What follows belongs to an exercise in optimizing a design on an open flow for a short achievable clock period and few clock cycles per item; a production flow would make more cautious choices. RTL that was checked went through simulation tests only; none was proved equivalent to the original. Power and IR drop assume default switching activity.

==> inputs of 12-09 <==
## comp_mult_top
module comp_mult_top
#(
    parameter logic [15:0] APB_BASE = '0   
) (
    input  logic  clk,
    input  logic  rst_n,
    input  cmul_types_pkg::addr_t paddr,
    input  logic  pwrite,
    input  cmul_types_pkg::reg_t  pwdata,
    input  logic  psel,
    output logic  pready,
    output cmul_types_pkg::reg_t  prdata,
    output logic  pslverr,
    output logic  mem_ce,
    output logic  mem_we,
    output cmul_types_pkg::addr_t mem_addr,
    output cmul_types_pkg::elem_t mem_wr_data,
    input  cmul_types_pkg::elem_t mem_rd_data
);
    logic [15:0] ofs_full;
    logic [2:0]  ofs;
    logic        in_range;
    logic        acc_ok;
    logic        wr_en;
    assign pready   = 1'b1;
    assign ofs_full = paddr - APB_BASE;
    assign in_range = (ofs_full[15:3] == '0);
    assign ofs      = ofs_full[2:0];
    always_comb begin
        case (ofs)
            3'd0, 3'd1, 3'd2, 3'd3, 3'd4: acc_ok = pwrite;
            3'd5:    acc_ok = 1'b1;
            3'd6:    acc_ok = ~pwrite;
            default: acc_ok = 1'b0;
        endcase
    end
    assign wr_en = psel & pwrite & in_range & acc_ok;
    logic wr_op1, wr_op2, wr_res, wr_num, wr_start, wr_clr;
    assign wr_op1   = wr_en & (ofs == 3'd0);
    assign wr_op2   = wr_en & (ofs == 3'd1);
    assign wr_res   = wr_en & (ofs == 3'd2);
    assign wr_num   = wr_en & (ofs == 3'd3);
    assign wr_start = wr_en & (ofs == 3'd4) & pwdata[0];
    assign wr_clr   = wr_en & (ofs == 3'd5) & ~pwdata[0];
    logic        done;
  ...
Settings: LEC_CHECK=0, ABC_CLOCK_PERIOD_IN_PS=1500, CAP_MARGIN=20, CORE_MARGIN=2, CORE_UTILIZATION=40, SETUP_SLACK_MARGIN=4.6, SLEW_MARGIN=20; clock period 6.5 ns.
run.sh (not shown) runs the stock make flow with config.mk's settings and CLKGATE_MAP_FILE= SYNTH_SCRIPT=/design/flow/synth_recipe.tcl, a recipe that flattens the netlist after the stock synthesis.
==> inputs of 03-02, as changes to 12-09 <==
--- a/flow/design.v
+++ b/flow/design.v
@@ -308,28 +308,28 @@
         if (capd[1]) cy1 <= mem_rd_data;
         if (capd[2]) cx2 <= mem_rd_data;
         if (capd[3]) cy2 <= mem_rd_data;
     end
     logic signed [12:0] l_xx, l_yy, l_xy, l_yx;    
     logic signed [11:0] u_xx, u_yy, u_xy, u_yx;    
     logic signed [15:0] p_xx, p_yy, p_xy, p_yx;
-    function automatic logic signed [12:0] mul_lo(input logic signed [7:0] a, input logic [3:0] b);
-        mul_lo = a * $signed({1'b0, b});
+    function automatic logic signed [12:0] mul_lo(input logic signed [7:0] a, input logic signed [4:0] b);
+        mul_lo = a * b;    
     endfunction
     function automatic logic signed [11:0] mul_hi(input logic signed [7:0] a, input logic signed [3:0] b);
         mul_hi = a * b;
     endfunction
     always_ff @(posedge clk) begin
-        l_xx <= mul_lo(cx1, cx2[3:0]);
+        l_xx <= mul_lo(cx1, {1'b0, cx2[3:0]});
         u_xx <= mul_hi(cx1, cx2[7:4]);
-        l_yy <= mul_lo(cy1, cy2[3:0]);
+        l_yy <= mul_lo(cy1, {1'b0, cy2[3:0]});
         u_yy <= mul_hi(cy1, cy2[7:4]);
-        l_xy <= mul_lo(cx1, cy2[3:0]);
+        l_xy <= mul_lo(cx1, {1'b0, cy2[3:0]});
         u_xy <= mul_hi(cx1, cy2[7:4]);
-        l_yx <= mul_lo(cy1, cx2[3:0]);
+        l_yx <= mul_lo(cy1, {1'b0, cx2[3:0]});
         u_yx <= mul_hi(cy1, cx2[7:4]);
         p_xx <= 16'(l_xx) + (16'(u_xx) <<< 4);
         p_yy <= 16'(l_yy) + (16'(u_yy) <<< 4);
         p_xy <= 16'(l_xy) + (16'(u_xy) <<< 4);
         p_yx <= 16'(l_yx) + (16'(u_yx) <<< 4);
     end
     logic signed [17:0] xr_n, yr_n;
- ABC_CLOCK_PERIOD_IN_PS: 1500 -> 2000
- SETUP_SLACK_MARGIN: 4.6 -> 4.2
==> comparison table <==
Outcome: 03-02 complete, no violations; 12-09 complete, no violations
Internal power component: 03-02 0.0142 W; 12-09 0.0155 W
Net switching power figure: 03-02 0.00966 W; 12-09 0.0108 W
Instance area after placement: 03-02 33600 sq um; 12-09 34200 sq um
Maximum number of pins on one net before global-route repair: 03-02 122; 12-09 127
Detailed-routed wire length on met3: 03-02 3.71 mm; 12-09 4.17 mm
Wire per inst: 03-02 17.7 um; 12-09 19.2 um
Share of layout cells above drive strength 1: 03-02 29.4%; 12-09 38.1%
Total power: 03-02 0.0239 W; 12-09 0.0263 W
Maximum clock rate: 03-02 276 MHz; 12-09 268 MHz
Period Utilization, post-route: 03-02 55.8%; 12-09 57.4%
Final cell area excluding filler cells: 03-02 40700 sq um; 12-09 43600 sq um
Tot GR Track Use: 03-02 19.3%; 12-09 21.9%
Met2 WL: 03-02 37.6 mm; 12-09 42.5 mm
Global-route track usage on met1: 03-02 27.1%; 12-09 29.7%
Maximum ir drop on the vdd rail: 03-02 0.346 mV; 12-09 0.578 mV
Worst Path Max Fanout: 03-02 4; 12-09 3
Slew of the pin with the lowest slew margin: 03-02 1.09 ns; 12-09 1.03 ns
CTS buffer count: 03-02 58; 12-09 55
Buffering overhead: 03-02 8.95%; 12-09 10.9%
Area used by multi-input combinational logic: 03-02 20200 sq um; 12-09 22100 sq um
Testbench counts of 03-02, summed over its fixed seeds: cycles 20,973, items 2,070.
No functional check of the RTL was part of 12-09.


==> inputs of run B <==
comp_mult_top, a different RTL version from the one above (not shown whole).
clock: 6.5 ns
lec_check: 0
abc_clock_period_in_ps: 2000
cap_margin: 20
core_margin: 2
core_utilization: 40
setup_slack_margin: 4.2
slew_margin: 20
==> inputs of run F, as changes to run B <==
--- a/flow/design.v
+++ b/flow/design.v
@@ -85,16 +85,20 @@
     logic [15:0] num_reg;
     logic        num_nz_q;     
     logic        num_ge2_q;    
     logic [15:0] num_m1_q;     
     logic [15:0] b1, b2;       
     logic        eq_q;         
     logic [15:0] ra1, ra2, rw;   
     logic        k1, k2;       
+    logic        wres_q, wnum_q;   
+    logic [15:0] pwdata_q;     
+    logic [15:0] base1, base2;   
+    logic [15:0] num_src;      
     logic [1:0]  h1, h2;       
     logic        qsame;        
     logic        bus_v, ret_v;
     logic [1:0]  bus_id, ret_id;
     logic        bus_dup, ret_dup;
     logic [3:0]  v;            
     logic signed [7:0] cx1, cy1, cx2, cy2;
     logic [1:0]  oc;           
@@ -127,16 +131,19 @@
     logic rd_op1;              
     logic [1:0] rd_id;
     logic wr_start_b;          
     logic wr_issue;
     logic [2:0] wcnt_n;
     logic pop;
     logic push;
     logic [15:0] qf_eff;
+    assign num_src = wnum_q ? pwdata_q : num_reg;
+    assign base1   = k1 ? pwdata_q : ra1;
+    assign base2   = k2 ? pwdata_q : ra2;
     assign go      = start_q & ~busy & num_nz_q;
     assign h1e     = k1 ? 2'd0 : h1;
     assign h2e     = k2 ? 2'd0 : h2;
     assign qdone   = (h1e == 2'd2) & (qsame | (h2e == 2'd2));
     assign wr_cont = wr_act & (wcnt != 3'd5);
     assign oc_eff  = go ? 2'd1 : oc;
     assign more_eff = go ? num_ge2_q : ~qf_z;
     assign qf_eff  = go ? num_m1_q : qf_left;
@@ -167,36 +174,42 @@
             done     <= 1'b0;
             start_q  <= 1'b0;
             num_reg  <= '0;
             num_nz_q <= 1'b0;
             num_ge2_q <= 1'b0;
             num_m1_q <= '0;
             k1       <= 1'b0;
             k2       <= 1'b0;
+            wres_q   <= 1'b0;
+            wnum_q   <= 1'b0;
+            pwdata_q <= '0;
             b1       <= '0;
             b2       <= '0;
             eq_q     <= 1'b0;
         end else begin
             pslverr   <= psel & ~(in_range & acc_ok);
             prd0      <= ofs[0] ? done : busy;    
             if (fin_q)
                 done <= 1'b1;
             else if (wr_clr)
                 done <= 1'b0;
             start_q   <= wr_start;
-            if (wr_num) num_reg <= pwdata;
-            num_nz_q  <= (num_reg != '0);
-            num_ge2_q <= (num_reg[15:1] != '0);
-            num_m1_q  <= num_reg - 16'd1;
             k1        <= wr_op1;
             k2        <= wr_op2;
-            if (wr_op1) b1 <= pwdata;
-            if (wr_op2) b2 <= pwdata;
-            eq_q      <= (b1 == b2);
+            wres_q    <= wr_res;
+            wnum_q    <= wr_num;
+            pwdata_q  <= pwdata;
+            if (wnum_q) num_reg <= pwdata_q;
+            num_nz_q  <= (num_src != '0);
+            num_ge2_q <= (num_src[15:1] != '0);
+            num_m1_q  <= num_src - 16'd1;
+            if (k1) b1 <= pwdata_q;
+            if (k2) b2 <= pwdata_q;
+            eq_q      <= ((k1 ? pwdata_q : b1) == (k2 ? pwdata_q : b2));
         end
     end
     always_ff @(posedge clk or negedge rst_n) begin
         if (!rst_n) begin
             busy     <= 1'b0;
             ra1      <= '0;
             ra2      <= '0;
             rw       <= '0;
@@ -218,35 +231,30 @@
             wcnt     <= '0;
             fin_q    <= 1'b0;
             mem_ce_q <= 1'b0;
             mem_we_q <= 1'b0;
             fcnt     <= '0;
             s1v      <= 1'b0;
             s2v      <= 1'b0;
             s3v      <= 1'b0;
+            s4v      <= 1'b0;
         end else begin
             if (go)
                 busy <= 1'b1;
             else if (fin_q)
                 busy <= 1'b0;
             mem_ce_q <= rd_issue | wr_issue;
             mem_we_q <= wr_issue;
-            if (wr_issue)
+            if (wres_q)
+                rw <= pwdata_q;
+            else if (wr_issue)
                 rw <= rw + 16'd1;
-            if (wr_res)
-                rw <= pwdata;
-            if (rd_issue & rd_op1)
-                ra1 <= ra1 + 16'd1;
-            if (wr_op1)
-                ra1 <= pwdata;
-            if (rd_issue & ~rd_op1)
-                ra2 <= ra2 + 16'd1;
-            if (wr_op2)
-                ra2 <= pwdata;
+            ra1 <= base1 + {15'd0, rd_issue & rd_op1};
+            ra2 <= base2 + {15'd0, rd_issue & ~rd_op1};
             if (fin_q) begin
                 h1    <= '0;
                 h2    <= '0;
                 qsame <= 1'b0;
             end else if (start_quad) begin
                 h1    <= 2'd1;
                 h2    <= 2'd0;
                 qsame <= eq_q;
@@ -280,47 +288,48 @@
             end
             if (go)
                 qw_left <= num_reg;
             else if (pop)
                 qw_left <= qw_left - 16'd1;
             wr_act <= wr_issue;
             wcnt   <= wcnt_n;
             fin_q  <= pop & (qw_left == 16'd1);
-            fcnt <= fcnt + {1'b0, s3v} - {1'b0, pop};
+            fcnt <= fcnt + {1'b0, s4v} - {1'b0, pop};
             s1v <= push;
             s2v <= s1v;
             s3v <= s2v;
+            s4v <= s3v;
         end
     end
     always_ff @(posedge clk) begin
         if (wr_issue)
             mem_addr_q <= rw;
         else if (rd_op1)
-            mem_addr_q <= ra1;
+            mem_addr_q <= base1;
         else
-            mem_addr_q <= ra2;
+            mem_addr_q <= base2;
         mem_wr_data_q <= wbyte;
     end
     logic [3:0] capd;
     assign capd[0] = ret_v & (ret_id == 2'd0);
     assign capd[1] = ret_v & (ret_id == 2'd1);
     assign capd[2] = ret_v & ((ret_id == 2'd2) | (ret_dup & (ret_id == 2'd0)));
     assign capd[3] = ret_v & ((ret_id == 2'd3) | (ret_dup & (ret_id == 2'd1)));
     always_ff @(posedge clk) begin
         if (capd[0]) cx1 <= mem_rd_data;
         if (capd[1]) cy1 <= mem_rd_data;
         if (capd[2]) cx2 <= mem_rd_data;
         if (capd[3]) cy2 <= mem_rd_data;
     end
-    function automatic logic signed [9:0] bpp(input logic signed [7:0] a, input logic [2:0] g);
+    function automatic logic signed [9:0] bpp(input logic signed [7:0] a, input logic signed [8:0] n, input logic [2:0] g);
         logic signed [9:0] a1;
         logic signed [9:0] n1;
         a1 = 10'(a);
-        n1 = -a1;
+        n1 = 10'(n);
         case (g)
             3'd1, 3'd2: bpp = a1;
             3'd3:       bpp = a1 <<< 1;
             3'd4:       bpp = n1 <<< 1;
             3'd5, 3'd6: bpp = n1;
             default:    bpp = '0;
         endcase
     endfunction
@@ -329,25 +338,36 @@
     logic signed [9:0]  pp_c [4];
     logic signed [9:0]  pp_d [4];
     logic signed [11:0] t_a [2];
     logic signed [11:0] t_b [2];
     logic signed [11:0] t_c [2];
     logic signed [11:0] t_d [2];
     logic signed [15:0] p_a, p_b, p_c, p_d;
     logic s3v;
+    logic signed [7:0] ox1, oy1, ox2, oy2;
+    logic signed [8:0] nx1, ny1;
+    logic s4v;
+    always_ff @(posedge clk) begin
+        ox1 <= cx1;
+        oy1 <= cy1;
+        ox2 <= cx2;
+        oy2 <= cy2;
+        nx1 <= -(9'(cx1));
+        ny1 <= -(9'(cy1));
+    end
     logic [8:0] gy2, gx2;    
-    assign gy2 = {cy2, 1'b0};
-    assign gx2 = {cx2, 1'b0};
+    assign gy2 = {oy2, 1'b0};
+    assign gx2 = {ox2, 1'b0};
     always_ff @(posedge clk) begin
         for (int j = 0; j < 4; j++) begin
-            pp_a[j] <= bpp(cx1, gy2[2*j +: 3]);
-            pp_b[j] <= bpp(cy1, gx2[2*j +: 3]);
-            pp_c[j] <= bpp(cx1, gx2[2*j +: 3]);
-            pp_d[j] <= bpp(cy1, ~gy2[2*j +: 3]);    
+            pp_a[j] <= bpp(ox1, nx1, gy2[2*j +: 3]);
+            pp_b[j] <= bpp(oy1, ny1, gx2[2*j +: 3]);
+            pp_c[j] <= bpp(ox1, nx1, gx2[2*j +: 3]);
+            pp_d[j] <= bpp(oy1, ny1, ~gy2[2*j +: 3]);    
         end
         for (int k = 0; k < 2; k++) begin
             t_a[k] <= 12'(pp_a[2*k]) + (12'(pp_a[2*k+1]) <<< 2);
             t_b[k] <= 12'(pp_b[2*k]) + (12'(pp_b[2*k+1]) <<< 2);
             t_c[k] <= 12'(pp_c[2*k]) + (12'(pp_c[2*k+1]) <<< 2);
             t_d[k] <= 12'(pp_d[2*k]) + (12'(pp_d[2*k+1]) <<< 2);
         end
         p_a <= 16'(t_a[0]) + (16'(t_a[1]) <<< 4);
@@ -355,20 +375,20 @@
         p_c <= 16'(t_c[0]) + (16'(t_c[1]) <<< 4);
         p_d <= 16'(t_d[0]) + (16'(t_d[1]) <<< 4);
     end
     logic signed [17:0] xr_n, yr_n;
     assign xr_n = 18'(p_c) + 18'(p_d);
     assign yr_n = 18'(p_a) + 18'(p_b);
     always_ff @(posedge clk) begin
         if (pop) begin
-            f0 <= (s3v && fcnt == 2'd1) ? {xr_n, yr_n} : f1;
-            f1 <= (s3v && fcnt == 2'd2) ? {xr_n, yr_n} : f2;
+            f0 <= (s4v && fcnt == 2'd1) ? {xr_n, yr_n} : f1;
+            f1 <= (s4v && fcnt == 2'd2) ? {xr_n, yr_n} : f2;
             f2 <= {xr_n, yr_n};
-        end else if (s3v) begin
+        end else if (s4v) begin
             case (fcnt)
                 2'd0:    f0 <= {xr_n, yr_n};
                 2'd1:    f1 <= {xr_n, yr_n};
                 default: f2 <= {xr_n, yr_n};
             endcase
         end
     end
 endmodule
Settings changed: CORE_UTILIZATION 40 to 60, CTS_CLUSTER_DIAMETER set to 80, CTS_CLUSTER_SIZE set to 30.
==> notes <==
- Run F ran to the end with no violations. Run B produced a clean layout.
- Against run F, the synthesized area of run B is lower by about 4%.
- Cell area: run F is lower than run B (6.8%).
- In run F the sequential share of layout area is higher than in run B, by 6.2 points.
- Between run F and run B, the lower global-route usage is in run B (gap 5.9 points).
- Between run F and run B, the lower non-clock buffer count is in run F (gap 112).
- Combinational power: run F is lower than run B (about 10%).
- Against run B, the sequential power of run F is higher by 17%.
- Against run F, the via count of run B is higher by about 5%.
- Maximum frequency: run F is smaller than run B (3.1%).
- Against run B, the first-iteration DRC count of run F is lower by about 5%.
==> figures <==
item                                                                                run B                     run F
Fraction of met1 tracks used by global routing                                      30.6%                     41.6%
Final-layout clock-cell area share                                                  5.88%                     3.07%
Standard cell with the maximum stage delay on the critical path   sky130_fd_sc_hd__or4b_4  sky130_fd_sc_hd__dfrtp_2
Met2 layer wire length in the routed design                                      44500 um                  41200 um
CP Buf/Inv Count                                                                        2                         4
Area share of the largest cell type after synthesis                                 20.8%                     22.7%
Fraction of synthesized cell area in xor and xnor cells                             8.18%                     6.42%
Final worst setup slack                                                           3.87 ns                   3.78 ns
Stages on worst setup path                                                              7                        13
Die Ht                                                                             292 um                    244 um
Reg2Reg Launch Point                                                               cy1[1]                        k2
Number of rows in the core area                                                       105                        87
Worst-path maximum fanout                                                               5                         3
Number of H-tree levels                                                                 3                         2
Top-count cell post-synth                                        sky130_fd_sc_hd__nand2_1  sky130_fd_sc_hd__dfxtp_1
Total placed instance area                                                    0.0351 mm^2               0.0359 mm^2
Outcome                                                  no timing/DRC/antenna violations  no timing/DRC/antenna violations
Number of flip-flops and latches                                                      663                       729
CP arrival                                                                        3.13 ns                   3.18 ns
Proportion of final cell area spent on non-clock buffers                            8.02%                     6.31%
Number of fillers in the final layout                                                7230                      4217
Register share of total power                                                       29.3%                     37.5%
Testbench counts of run B, summed over its fixed seeds: cycles 20,996, items 2,070.
Testbench counts of run F, summed over its fixed seeds: cycles 21,019, items 2,070.

-- re-timing with driven ports --
In the flow no input, the clock included, has a driving cell. The finished layouts below were timed again as built, in two steps. Step 1 (the two cells are an assumption about what drives the block):
set clk [get_ports {clk}]
set_driving_cell -lib_cell sky130_fd_sc_hd__clkbuf_16 $clk
set_driving_cell -lib_cell sky130_fd_sc_hd__buf_2 [delete_from_list [all_inputs] $clk]
Step 2 adds t to the input delays and takes it off the output delays; t is the mean of the earliest and latest rising clock arrival at the registers after step 1. Input paths then give back, and output paths get back, about the clock's delay inside the block. Slacks: no drivers / after step 1 / after step 2; pairs: no drivers / after step 1.
run	shift t [ns]	setup WS [ns]	hold slack, ns	worst setup path after step 2
12-09	0.665	2.772 / 2.772 / 2.772	0.318 / 0.318 / 0.318	register to register
03-02	0.690	2.871 / 2.871 / 2.871	0.309 / 0.309 / 0.309	register to register
run B	0.673	3.868 / 3.894 / 3.221	0.324 / 0.324 / 0.324	input to register
run F	0.645	3.784 / 3.784 / 3.685	0.329 / 0.329 / 0.329	input to register
After both steps setup and hold are still met in every run listed. For run B, which loses most, drivers alone change the setup slack by +0.026 ns; drivers and shift together by -0.647 ns.
